From an optimization exercise on the open Yosys and OpenROAD flow, aimed at small area, a short achievable clock period and few clock cycles per item; shortcuts taken in it are not production practice.
At most, simulation tests tie the RTL to the original design; equivalence was not proved.
Power figures rest on the tool's default switching activity, not on a simulated workload.

// nearest_palette_color_unit
module nearest_palette_color_unit #(
  parameter int unsigned PALETTE_SIZE = 22
) (
  input  logic        clk_i,
  input  logic        rst_ni,
  input  logic        cfg_we_i,
  input  logic [21:0] cfg_wdata_i,
  input  logic        pixel_valid_i,
  output logic        pixel_ready_o,
  input  logic [31:0] pixel_word_i,
  output logic        result_valid_o,
  input  logic        result_ready_i,
  output logic [4:0]  color_index_o,
  output logic        none_enabled_o
);
Size: ~67 I/O pins.
Settings: LEC_CHECK=0, ABC_AREA=1, CAP_MARGIN=20, CORE_MARGIN=2, CORE_UTILIZATION=40, SETUP_SLACK_MARGIN=2.6, SLEW_MARGIN=20, TNS_END_PERCENT=0; clock period 5.5 ns.
run.sh (not shown) runs the stock make flow with config.mk's settings and CLKGATE_MAP_FILE= SYNTH_SCRIPT=/design/flow/synth_recipe.tcl, a recipe that flattens the netlist after the stock synthesis.
Testbench counts at the start, summed over its fixed seeds: cycles 16,040, items 16,000.
Change:
--- a/flow/config.mk
+++ b/flow/config.mk
@@ -13,2 +13 @@
 export SLEW_MARGIN = 20
-export TNS_END_PERCENT = 0
Worst setup slack is better by 92 ps; design area increases slightly; utilization rises by 0.43 points; cell count grows slightly; clock skew went down by 3.6 ps; area after synthesis does not change; via count goes up slightly; routed wire length falls slightly; maximum frequency goes up by a few percent; hold slack is better by 8.1 ps.
Change:
--- a/flow/config.mk
+++ b/flow/config.mk
@@ -11,2 +11,5 @@
 export CORE_UTILIZATION = 40
+export CTS_BUF_LIST = sky130_fd_sc_hd__clkbuf_16
+export CTS_CLUSTER_DIAMETER = 80
+export CTS_CLUSTER_SIZE = 32
 export SETUP_SLACK_MARGIN = 2.6
Effect: Register-to-register slack is about the same. Design area falls slightly. Die area stays the same. Final cell count falls slightly. Area after synthesis stays the same. Count of clock-buffer cells in the layout falls by 38. Via count falls slightly. Flip-flop and latch count stays the same. Global-route usage falls by 0.26 points. Power falls by a few percent.
Change:
--- a/flow/config.mk
+++ b/flow/config.mk
@@ -13,3 +13,3 @@
 export CTS_CLUSTER_DIAMETER = 80
-export CTS_CLUSTER_SIZE = 32
+export CTS_CLUSTER_SIZE = 34
 export SETUP_SLACK_MARGIN = 2.6
Result:
- power hardly moves
- wire length hardly moves
- design area barely changes
- fmax climbs by 0.83%
- worst setup slack improves by 23 ps
- final cell count is about the same
- synthesized area is unchanged
- sequential share of layout area is about the same
- die area is unchanged
Change:
--- a/flow/config.mk
+++ b/flow/config.mk
@@ -11,5 +11,4 @@
 export CORE_UTILIZATION = 40
-export CTS_BUF_LIST = sky130_fd_sc_hd__clkbuf_16
-export CTS_CLUSTER_DIAMETER = 80
-export CTS_CLUSTER_SIZE = 34
+export CTS_BUF_LIST = sky130_fd_sc_hd__clkbuf_8
+export CTS_CLUSTER_SIZE = 20
 export SETUP_SLACK_MARGIN = 2.6
The new run passed the timing, DRC and antenna checks; routed wire length increases by about 1.2%; total power increases by 5.6%; via count increases by about 1.3%; worst hold slack loses 10 ps; worst setup slack loses 19 ps; non-clock buffer count decreases by 4.

* * *

## build 60
Another version of the RTL of nearest_palette_color_unit (not shown whole).
Size in the first run: about 67 I/O pins, roughly 28000 µm² of cells after synthesis.
clock: 5.5 ns
lec_check: 0
abc_area: 1
cap_margin: 20
core_margin: 2
core_utilization: 40
setup_slack_margin: 2.5
slew_margin: 20
Build 60 has completed all stages; timing, DRC and antenna checks passed.
Setup changes, build 60 to build 22
Settings: a change of SETUP_SLACK_MARGIN from 2.5 to 2.6; a deleted ABC_AREA that had been 1.
Taking build 60 as the reference point, the non-clock buffer count of build 22 rises by about 200%.
Build 60 has lower proportion of synthesized chip area in sequential cells than build 22.
Final critical delay including setup and external delays: build 22 > build 60
Relative to build 60, global-route wire length before repair has increased by 1.3% in build 22.
The clock skew in build 22 was higher than what build 60 gave.
Build 60 ended up with sky130_fd_sc_hd__nand2_1 as its most common library cell in the layout ignoring fill and taps; build 22 ended up with sky130_fd_sc_hd__inv_1.
In the metrics for build 60 and build 22, the one carrying the higher post-CTS setup buffer count is build 22.
Register cell area after layout on build 22 is up relative to build 60.
r0_20_key[1] as the launch point of the critical path was reported by build 22, and px_q[9] by build 60.
Compared to build 60, build 22 reaches a lower achievable clock.
Build 60 → build 22: setup slack lower; buffer and inverter count on the worst path lost 1.
Inputs modified between build 22 and build 35:
Settings: ABC_AREA newly set to 1.
Compared with build 22, build 35 shows a lower post-synthesis to final-layout area growth. Changes observed in build 35 relative to build 22: power of the clock network down about 4%; sequential share of the synthesized area down 1.3 points; ratio of final minimum period to clock period down 14 points. Build 35 vs build 22: standard cell core area up by a few percent.
No functional check of the RTL was part of any run of this note.

* * *

Setup of rev 12:
nearest_palette_color_unit with an RTL version that a note above also has.
Size: ~3,700 cells after synthesis, roughly 480 flip-flops, ~67 I/O pins, ~0.027 mm^2 of cells after synthesis.
clock: 5.5 ns
lec_check: 0
abc_area: 1
cap_margin: 20
core_margin: 2
core_utilization: 40
cts_buf_list: sky130_fd_sc_hd__clkbuf_16
cts_cluster_diameter: 80
cts_cluster_size: 30
setup_slack_margin: 2.7
slew_margin: 20
The flow did not stop early for rev 12: all stages ran, and the layout cleared the timing, DRC and antenna checks.
Testbench counts of rev 12, summed over its fixed seeds: cycles 16,040, items 16,000.
#### Input delta (rev 13 over rev 12)
- SETUP_SLACK_MARGIN now 2.5, was 2.7
Rev 13: full flow OK, the timing, DRC and antenna checks passed. Looking at cell at the slowest stage of the critical path, the sky130_fd_sc_hd__dfxtp_4 result is from rev 13; the sky130_fd_sc_hd__fa_1 one comes from rev 12. Against rev 12, rev 13 reports a wire length on met2 that is lower. Maximum frequency for rev 13 is lower than for rev 12. From rev 12 to rev 13 the numbers moved as follows: total leakage power now smaller, sum of net half-perimeters after detailed placement rose 220 um, stage delay of the slowest cell on the critical path shows a reduction of 0.06 ns. When rev 13 is measured against rev 12, its worst setup slack before clock tree synthesis turns out 0.051 ns lower. [compare] base=rev 12 new=rev 13: iteration count of the initial detailed-routing pass -2, via count shrank by about 2.6%, worst max-slew margin expressed relative to the limit now sits lower, proportion of cell area occupied by registers saw an increase, post-cts gate resize count went down.

==> what the ideal ports hide <==
Ports are ideal in the flow. The routed layouts listed here were re-timed in OpenROAD. Step 1 (the two cells are an assumption about what drives the block):
set clk [get_ports {clk_i}]
set_driving_cell -lib_cell sky130_fd_sc_hd__clkbuf_16 $clk
set_driving_cell -lib_cell sky130_fd_sc_hd__buf_2 [delete_from_list [all_inputs] $clk]
Step 2 times the ports against the registers' clock, not the clock port: input delays grow and output delays shrink by t, the midpoint of the rising clock arrivals with the driver on. a / b / c = no drivers / after step 1 / after step 2; a / b = the first two.
| run | t (ns) | setup WS [ns] | hold slack, ns | worst setup path at the end | pins driven straight from the clock port |
|---|---|---|---|---|---|
| the first run of note 1 | 0.673 | 2.574 / 2.574 / 2.193 | 0.317 / 0.317 / 0.317 | input to register | 1 |
| the second run of note 1 | 0.671 | 2.666 / 2.666 / 2.157 | 0.325 / 0.325 / 0.325 | input to register | 1 |
| the third run of note 1 | 0.670 | 2.663 / 2.663 / 2.198 | 0.326 / 0.326 / 0.326 | input to register | 1 |
| the fourth run of note 1 | 0.672 | 2.686 / 2.686 / 2.197 | 0.330 / 0.330 / 0.330 | input to register | 1 |
| the fifth run of note 1 | 0.721 | 2.667 / 2.667 / 2.170 | 0.319 / 0.319 / 0.319 | input to register | 1 |
| build 60 | 0.661 | 2.581 / 2.581 / 2.218 | 0.324 / 0.324 / 0.324 | input to register | 1 |
| build 22 | 0.655 | 1.886 / 1.886 / 1.886 | 0.321 / 0.321 / 0.321 | register to register | 1 |
| build 35 | 0.666 | 2.647 / 2.647 / 2.241 | 0.323 / 0.323 / 0.323 | input to register | 1 |
| rev 12 | 0.683 | 2.649 / 2.649 / 2.263 | 0.331 / 0.331 / 0.331 | input to register | 1 |
| rev 13 | 0.683 | 2.618 / 2.618 / 2.158 | 0.328 / 0.328 / 0.328 | input to register | 1 |
After both steps every run listed still meets setup and hold. The setup slack of the second run of note 1, which loses most, moves by 0.000 ns with the drivers and by -0.509 ns with both steps.
